This design comes from an exercise in tuning for small area and a short achievable clock period on the open sky130 flow, not from production work.
RTL that was checked went through simulation tests only; none was proved equivalent to the original.

Design cacc_fp48_calc, start of the top module:
module cacc_fp48_calc (
  input  wire        nvdla_core_clk,
  input  wire        nvdla_core_rstn,
  input  wire        in_valid,
  input  wire        in_sel,
  input  wire [43:0] in_data,
  input  wire [47:0] in_op,
  input  wire        in_op_valid,
  output wire [47:0] out_partial_data,
  output reg         out_partial_valid,
  output reg  [31:0] out_final_data,
  output reg         out_final_valid
);
Size: about 290 flip-flops, about 25000 um^2 of cells after synthesis.
==> flow/config.mk <==
export PLATFORM = sky130hd
export DESIGN_NAME = cacc_fp48_calc
export DESIGN_NICKNAME = cacc_fp48_calc
export VERILOG_FILES = /design/flow/design.v
export SDC_FILE = /design/flow/constraint.sdc
export NUM_CORES = 4
export LEC_CHECK = 0
export ABC_AREA = 1
export CAP_MARGIN = 20
export CORE_MARGIN = 2
export CORE_UTILIZATION = 40
export SETUP_SLACK_MARGIN = 5.0
export SLEW_MARGIN = 20
==> flow/constraint.sdc <==
create_clock -name core_clock -period 10.0 [get_ports {nvdla_core_clk}]
set_input_delay 2.0000 -clock core_clock [delete_from_list [all_inputs] [get_ports {nvdla_core_clk}]]
set_output_delay 2.0000 -clock core_clock [all_outputs]
set_load 0.01 [all_outputs]
standard.sh (not shown) runs the stock make flow with config.mk's settings and CLKGATE_MAP_FILE= SYNTH_SCRIPT=/design/flow/synth_recipe.tcl, a recipe that flattens the netlist after the stock synthesis.
==> flow/flow/run.sh <==
#!/bin/bash
set -e
export BUFFER_PORTS_ARGS="-buffer_cell sky130_fd_sc_hd__buf_2"
bash standard.sh > standard.log 2>&1
The starting point produced a clean layout.
==> next run, changes <==
==> flow/run.sh (new file) <==
#!/bin/bash
# synth_recipe.tcl (not shown) runs the flow's synth.tcl, then flattens the netlist and writes it again
# the make line also repeats each setting of config.mk as NAME=value (left out here)
make -C /OpenROAD-flow-scripts/flow DESIGN_CONFIG=/design/flow/config.mk WORK_HOME=/design/flow/orfs CLKGATE_MAP_FILE= SYNTH_SCRIPT=/design/flow/synth_recipe.tcl finish
SETUP_SLACK_MARGIN = 4.25   (was 5.0)
removed: flow/flow/run.sh
removed: flow/standard.sh
What happened: Global-route usage shrinks by 0.27 points; via count shrinks by 2.1%; synthesized area does not change; sequential share of layout area grows by 0.34 points; final area shrinks by 2.2%; core utilization shrinks by 1.1 points; worst hold slack degrades by 0.0035 ns; fmax shrinks by 9.8%; final cell count shrinks by 1.4%.
==> next run, changes <==
==> flow/flow/run.sh (new file) <==
#!/bin/bash
set -e
export BUFFER_PORTS_ARGS="-buffer_cell sky130_fd_sc_hd__buf_2"
bash standard.sh > standard.log 2>&1
==> flow/standard.sh (new file) <==
#!/bin/bash
# synth_recipe.tcl (not shown) runs the flow's synth.tcl, then flattens the netlist and writes it again
# the make line also repeats each setting of config.mk as NAME=value (left out here)
make -C /OpenROAD-flow-scripts/flow DESIGN_CONFIG=/design/flow/config.mk WORK_HOME=/design/flow/orfs CLKGATE_MAP_FILE= SYNTH_SCRIPT=/design/flow/synth_recipe.tcl "${@:-finish}"
removed: flow/run.sh
=> Sequential share of layout area grows by 0.87 points. Hold slack barely changes. Critical path depth stays the same. Synthesized cell count stays the same. Setup slack got worse by 0.066 ns. Via count stays flat. Die area stays the same. Wire length shrinks by about 0.8%.

========
cacc_fp48_calc, a different RTL version from the one above (not shown whole).
Size: about 3,400 cells after synthesis, about 180 I/O pins, roughly 26,000 um2 of cells after synthesis.
export LEC_CHECK = 0
export ABC_AREA = 0
export CAP_MARGIN = 20
export CORE_MARGIN = 2
export CORE_UTILIZATION = 40
export SETUP_SLACK_MARGIN = 5
export SLEW_MARGIN = 20
create_clock -name core_clock -period 10.0 [get_ports {nvdla_core_clk}]
run.sh (not shown) runs the stock make flow with config.mk's settings and CLKGATE_MAP_FILE= SYNTH_SCRIPT=/design/flow/synth_recipe.tcl, a recipe that flattens the netlist after the stock synthesis.
Stock flow here: none of the scripts above is used.
Next try:
ABC_AREA = 1   (was 0)
Clock skew goes up by 5.8 ps.
Sequential share of layout area grows by 0.30 points.
Final cell count grows by about 8%.
Worst setup slack degrades by 560 ps.
Clock-buffer cell count goes down by 1.
Cell area shrinks by 1.9%.
Synthesized area is lower by 6.2%.
Global-route usage drops by 2.4 points.
No functional check of the RTL was part of any run of this note.

static timing again, ports no longer ideal:
In the flow no input, the clock included, has a driving cell. The finished layouts below were timed again as built, in two steps. Step 1 assumes that a clkbuf_16 drives the clock port and a buf_2 every other input. Step 2 times the ports against the registers' clock, not the clock port: input delays grow and output delays shrink by t, the midpoint of the rising clock arrivals with the driver on. Three values: no drivers, after step 1, after step 2; two values: the first two.
run | t (ns) | setup slack, ns | hold slack, ns | slew at the worst register clock pin (ns) | worst slew at a driven data input, ns
the first run of note 1 | 0.615 | 5.006 / 4.940 / 4.486 | 0.348 / 0.348 / 0.348 | 0.06 / 0.06 | 0.05
the second run of note 1 | 0.617 | 4.464 / 4.395 / 3.906 | 0.344 / 0.344 / 0.344 | 0.07 / 0.07 | 0.06
the third run of note 1 | 0.608 | 4.398 / 4.327 / 4.068 | 0.347 / 0.347 / 0.347 | 0.07 / 0.07 | 0.05
the first run of note 2 | 0.621 | 4.410 / 4.348 / 4.517 | 0.335 / 0.335 / 0.335 | 0.08 / 0.08 | 0.04
the second run of note 2 | 0.617 | 3.849 / 3.849 / 3.849 | 0.326 / 0.326 / 0.326 | 0.07 / 0.07 | 0.05
After both steps every run listed still meets setup and hold. For the second run of note 1, which loses most, drivers alone change the setup slack by -0.069 ns; drivers and shift together by -0.558 ns.
